Background: an optimization exercise with open tools, aiming at small area, a short achievable clock period and few clock cycles per item. Do not read the settings as production practice. RTL that was checked went through simulation tests only; none was proved equivalent to the original. Power figures rest on the tool's default switching activity, not on a simulated workload.

==> inputs of v13 <==
## sensor_reading_band_statistics
module sensor_reading_band_statistics #(
    parameter int unsigned MAX_READINGS = 1024
) (
    input  wire logic               i_clk,
    input  wire logic               i_rst_n,
    input  wire logic               i_valid,
    output logic                    o_ready,
    input  wire logic signed [15:0] i_reading,
    input  wire logic               i_last,
    output logic                    o_valid,
    input  wire logic               i_ready,
    output logic [LIMIT_W-1:0]      o_min_reading,
    output logic [LIMIT_W-1:0]      o_max_reading,
    output logic [LIMIT_W-1:0]      o_avg_reading,
    output logic [CNT_W-1:0]        o_valid_count,
    output logic [CNT_W-1:0]        o_skipped_count,
    output logic [CNT_W-1:0]        o_normal_count,
    output logic [CNT_W-1:0]        o_warning_count,
    output logic [CNT_W-1:0]        o_critical_count,
    output logic [CNT_W-1:0]        o_shutdown_count,
    output logic [POS_W-1:0]        o_first_alarm_index,
    output logic                    o_alarm_seen,
    output logic                    o_batch_empty,
    input  wire logic               psel,
    input  wire logic               penable,
    input  wire logic               pwrite,
    input  wire logic [3:0]         paddr,
    input  wire logic [31:0]        pwdata,
    output logic      [31:0]        prdata,
    output logic                    pready
);
clock: 6.0 ns
lec_check: 0
abc_area: 1
cap_margin: 20
core_margin: 2
core_utilization: 65
cts_cluster_diameter: 60
cts_cluster_size: 24
setup_slack_margin: 3.5
slew_margin: 20
standard.sh (not shown) runs the stock make flow with config.mk's settings and CLKGATE_MAP_FILE= SYNTH_SCRIPT=/design/flow/synth_recipe.tcl, a recipe that flattens the netlist after the stock synthesis.
==> flow/flow/run.sh <==
#!/bin/bash
# The standard layout, with plain buffers (buf_2) on the ports instead of the
# delay cells that buffer_ports picks by default. Every port still gets its buffer.
set -euo pipefail
bash standard.sh BUFFER_PORTS_ARGS="-buffer_cell sky130_fd_sc_hd__buf_2" finish > standard_flow.log 2>&1
==> v33 (differences from v13) <==
--- a/flow/design.v
+++ b/flow/design.v
@@ -4,11 +4,10 @@
     localparam int unsigned CNT_W   = 11;
     localparam int unsigned POS_W   = 10;
     localparam int unsigned SUM_W   = 25;
     localparam int unsigned DIV_STEPS = LIMIT_W;
     localparam int unsigned STEP_W    = 4;
-    localparam int unsigned SHORT_W   = 11;
     localparam logic [1:0] REG_NORMAL   = 2'd0;
     localparam logic [1:0] REG_WARNING  = 2'd1;
     localparam logic [1:0] REG_CRITICAL = 2'd2;
     localparam logic [1:0] REG_ALARM    = 2'd3;
     localparam logic [LIMIT_W-1:0] NORMAL_RESET   = 15'd464;
@@ -81,11 +80,10 @@
 import srbs_pkg::*;
 module srbs_ctrl (
     input  wire logic i_clk,
     input  wire logic i_rst_n,
     input  wire logic i_copy,      
-    input  wire logic i_short,     
     input  wire logic i_ready,
     output logic      o_busy,      
     output logic      o_busy_next,
     output logic      o_free,      
     output logic      o_div_step,  
@@ -111,11 +109,11 @@
             r_valid <= 1'b1;
         end
     end
     always_ff @(posedge i_clk) begin
         if (i_copy) begin
-            r_step <= i_short ? STEP_W'(DIV_STEPS - SHORT_W) : '0;
+            r_step <= '0;
         end else if (o_div_step) begin
             r_step <= r_step + 1'b1;
         end
     end
     assign o_busy      = r_busy;
@@ -136,11 +134,10 @@
     input  wire logic               i_valid,
     output logic                    o_ready,
     input  wire logic        [15:0] i_reading,
     input  wire logic               i_last,
     output logic                    o_copy,
-    output logic                    o_short,
     input  wire logic               i_busy,
     input  wire logic               i_free,
     input  wire logic               i_busy_next,
     input  wire logic               i_div_step,
     output logic [LIMIT_W-1:0]      o_min_reading,
@@ -162,11 +159,11 @@
         sat_inc = v[CNT_W-1] ? v : v + 1'b1;
     endfunction
     logic               r_in_v, r_in_last, r_in_ok, r_in_alarm;
     logic [LIMIT_W-1:0] r_in_val;
     logic [2:0]         r_in_le;
-    logic               r_fresh, r_done, r_zero, r_first;
+    logic               r_fresh, r_done, r_zero;
     logic [LIMIT_W-1:0] r_min, r_max;
     logic [LIMIT_W-1:0]       r_sum_lo;
     logic                     r_sum_c;
     logic [SUM_W-LIMIT_W-1:0] r_sum_hi;
     logic [CNT_W-1:0]   r_valid_total, r_skipped_total;
@@ -183,15 +180,13 @@
     logic               rd_ok;
     logic [LIMIT_W-1:0] rd_val;
     logic [2:0]         le_in;
     logic [3:0]         band_in;
     logic               ok_in, skip_in, alarm_in, first_alarm;
-    logic [CNT_W-1:0]   cnt_sel, cnt_inc;
     logic               min_take, max_take;
     logic [CNT_W-1:0]   rem_sh;
     logic [CNT_W:0]     rem_diff;
-    logic [SUM_W-LIMIT_W-1:0] sum_hi_c;
     logic               rem_ge;
     assign stall   = r_done && !i_free;
     assign hold    = r_in_v && stall;
     assign fold    = r_in_v && !stall;
     assign o_copy  = r_done && i_free;
@@ -239,35 +234,26 @@
     always_ff @(posedge i_clk) begin
         if (!i_rst_n) begin
             r_fresh <= 1'b1;
             r_done  <= 1'b0;
             r_zero  <= 1'b1;
-            r_first <= 1'b1;
         end else begin
             r_fresh <= n_fresh;
             r_done  <= n_done;
             r_zero  <= n_fresh || n_done;
-            r_first <= n_fresh || n_done || !(stall ? r_any : (ok_in || (!r_zero && r_any)));
         end
     end
     assign ok_in       = r_in_v && r_in_ok;
     assign skip_in     = r_in_v && !r_in_ok;
     assign alarm_in    = ok_in && r_in_alarm;
     assign band_in[0]  = ok_in && r_in_le[0];
     assign band_in[1]  = ok_in && !r_in_le[0] && r_in_le[1];
     assign band_in[2]  = ok_in && !r_in_le[0] && !r_in_le[1] && r_in_le[2];
     assign band_in[3]  = ok_in && !r_in_le[0] && !r_in_le[1] && !r_in_le[2];
-    always_comb begin
-        cnt_sel = {CNT_W{skip_in}} & r_skipped_total;
-        for (int b = 0; b < 4; b++) begin
-            cnt_sel = cnt_sel | ({CNT_W{band_in[b]}} & r_band[b]);
-        end
-    end
-    assign cnt_inc = sat_inc(cnt_sel);
     assign first_alarm = alarm_in && (r_zero || !r_alarm_flag);
-    assign min_take    = ok_in && (r_first || r_in_val < r_min);
-    assign max_take    = ok_in && (r_first || r_in_val > r_max);
+    assign min_take    = ok_in && (r_zero || !r_any || r_in_val < r_min);
+    assign max_take    = ok_in && (r_zero || !r_any || r_in_val > r_max);
     always_ff @(posedge i_clk) begin
         if (!stall) begin
             if (min_take) begin
                 r_min <= r_in_val;
             end else if (r_zero) begin
@@ -296,17 +282,17 @@
                 r_valid_total <= sat_inc(r_valid_total);
             end
             if (r_zero) begin
                 r_skipped_total <= CNT_W'(skip_in);
             end else if (skip_in) begin
-                r_skipped_total <= cnt_inc;
+                r_skipped_total <= sat_inc(r_skipped_total);
             end
             for (int b = 0; b < 4; b++) begin
                 if (r_zero) begin
                     r_band[b] <= CNT_W'(band_in[b]);
                 end else if (band_in[b]) begin
-                    r_band[b] <= cnt_inc;
+                    r_band[b] <= sat_inc(r_band[b]);
                 end
             end
             if (r_zero) begin
                 r_pos <= POS_W'(r_in_v);
             end else if (r_in_v && r_pos != PCAP) begin
@@ -319,26 +305,19 @@
             end
             r_alarm_flag <= alarm_in || (!r_zero && r_alarm_flag);
             r_any        <= ok_in || (!r_zero && r_any);
         end
     end
-    assign sum_hi_c = r_sum_hi + r_sum_c;
-    assign o_short  = !(|r_max[LIMIT_W-1:SHORT_W]);
     assign rem_sh = {r_o_rem, r_o_avg[LIMIT_W-1]};
     assign rem_diff = {1'b0, rem_sh} - {1'b0, r_o_valid};
     assign rem_ge   = !r_o_empty && !rem_diff[CNT_W];
     always_ff @(posedge i_clk) begin
         if (o_copy) begin
             r_o_min       <= r_min;
             r_o_max       <= r_max;
-            if (o_short) begin
-                r_o_rem <= {sum_hi_c[CNT_W-2-(LIMIT_W-SHORT_W):0], r_sum_lo[LIMIT_W-1:SHORT_W]};
-                r_o_avg <= {r_sum_lo[SHORT_W-1:0], (LIMIT_W-SHORT_W)'(0)};
-            end else begin
-                r_o_rem <= sum_hi_c;
-                r_o_avg <= r_sum_lo;
-            end
+            r_o_rem       <= r_sum_hi + r_sum_c;
+            r_o_avg       <= r_sum_lo;
             r_o_valid     <= r_valid_total;
             r_o_skipped   <= r_skipped_total;
             r_o_alarm_idx <= r_alarm_idx;
             r_o_alarm     <= r_alarm_flag;
             r_o_empty     <= !r_any;
@@ -398,11 +377,11 @@
     output logic                    pready
 );
     localparam int unsigned CNT_CAP = (MAX_READINGS > 2047) ? 2047 : MAX_READINGS;
     localparam int unsigned POS_CAP = (MAX_READINGS - 1 > 1023) ? 1023 : MAX_READINGS - 1;
     srbs_pkg::t_cfg cfg;
-    logic           copy, short_div, busy, busy_next, free, div_step;
+    logic           copy, busy, busy_next, free, div_step;
     srbs_regs u_regs (
         .i_clk   (i_clk),
         .i_rst_n (i_rst_n),
         .psel    (psel),
         .penable (penable),
@@ -415,11 +394,10 @@
     );
     srbs_ctrl u_ctrl (
         .i_clk      (i_clk),
         .i_rst_n    (i_rst_n),
         .i_copy     (copy),
-        .i_short    (short_div),
         .i_ready    (i_ready),
         .o_busy     (busy),
         .o_busy_next(busy_next),
         .o_free     (free),
         .o_div_step (div_step),
@@ -435,11 +413,10 @@
         .i_valid             (i_valid),
         .o_ready             (o_ready),
         .i_reading           (i_reading),
         .i_last              (i_last),
         .o_copy              (copy),
-        .o_short             (short_div),
         .i_busy              (busy),
         .i_busy_next         (busy_next),
         .i_free              (free),
         .i_div_step          (div_step),
         .o_min_reading       (o_min_reading),
Settings changed: ABC_AREA 1 to default, CORE_UTILIZATION 65 to 80, CTS_CLUSTER_DIAMETER 60 to default, CTS_CLUSTER_SIZE 24 to default, SETUP_SLACK_MARGIN 3.5 to 3.4.
==> notes <==
In v13 the total power is lower than in v33, by 8.9%. Between v33 and v13, the lower combinational power is in v13 (gap about 19%, measured against v13). In v13 the critical path depth is higher than in v33, by 2. In v13 the die area is larger than in v33, by about 20%. Against v13, the clock-buffer cell count of v33 is higher by 27. In v13 the synthesized area is lower than in v33, by 1.7%. Between v33 and v13, the lower maximum frequency is in v33 (gap about 12%, measured against v13). Of v13 and v33, v13 has the higher register-to-register slack (gap 0.35 ns).
Testbench counts of v33, summed over its fixed seeds: cycles 13,449, batches 384.
Function not checked in v13: the RTL went through the layout flow alone.

[afterwards: timing with drivers on the ports]
The flow's constraints put no driver on any port. The routed layouts listed below were extracted and timed again, unchanged, in two steps.
Step 1, drivers: a clkbuf_16 drives i_clk and a buf_2 each remaining input, both assumed.
Step 2 times the ports against the registers' clock, not the clock port: input delays grow and output delays shrink by t, the midpoint of the rising clock arrivals with the driver on.
a / b / c = ideal / step 1 / step 2; a / b = the first two.
| run | t, ns | slack for setup (ns) | worst setup path after step 2 | worst slew at a driven data input, ns |
|---|---|---|---|---|
| v13 | 0.605 | 3.500 / 3.500 / 3.018 | input to register | 0.08 |
| v33 | 0.574 | 3.145 / 3.145 / 2.912 | input to register | 0.08 |
After both steps every run listed still meets setup and hold. The setup slack of v13, which loses most, moves by 0.000 ns with the drivers and by -0.482 ns with both steps.
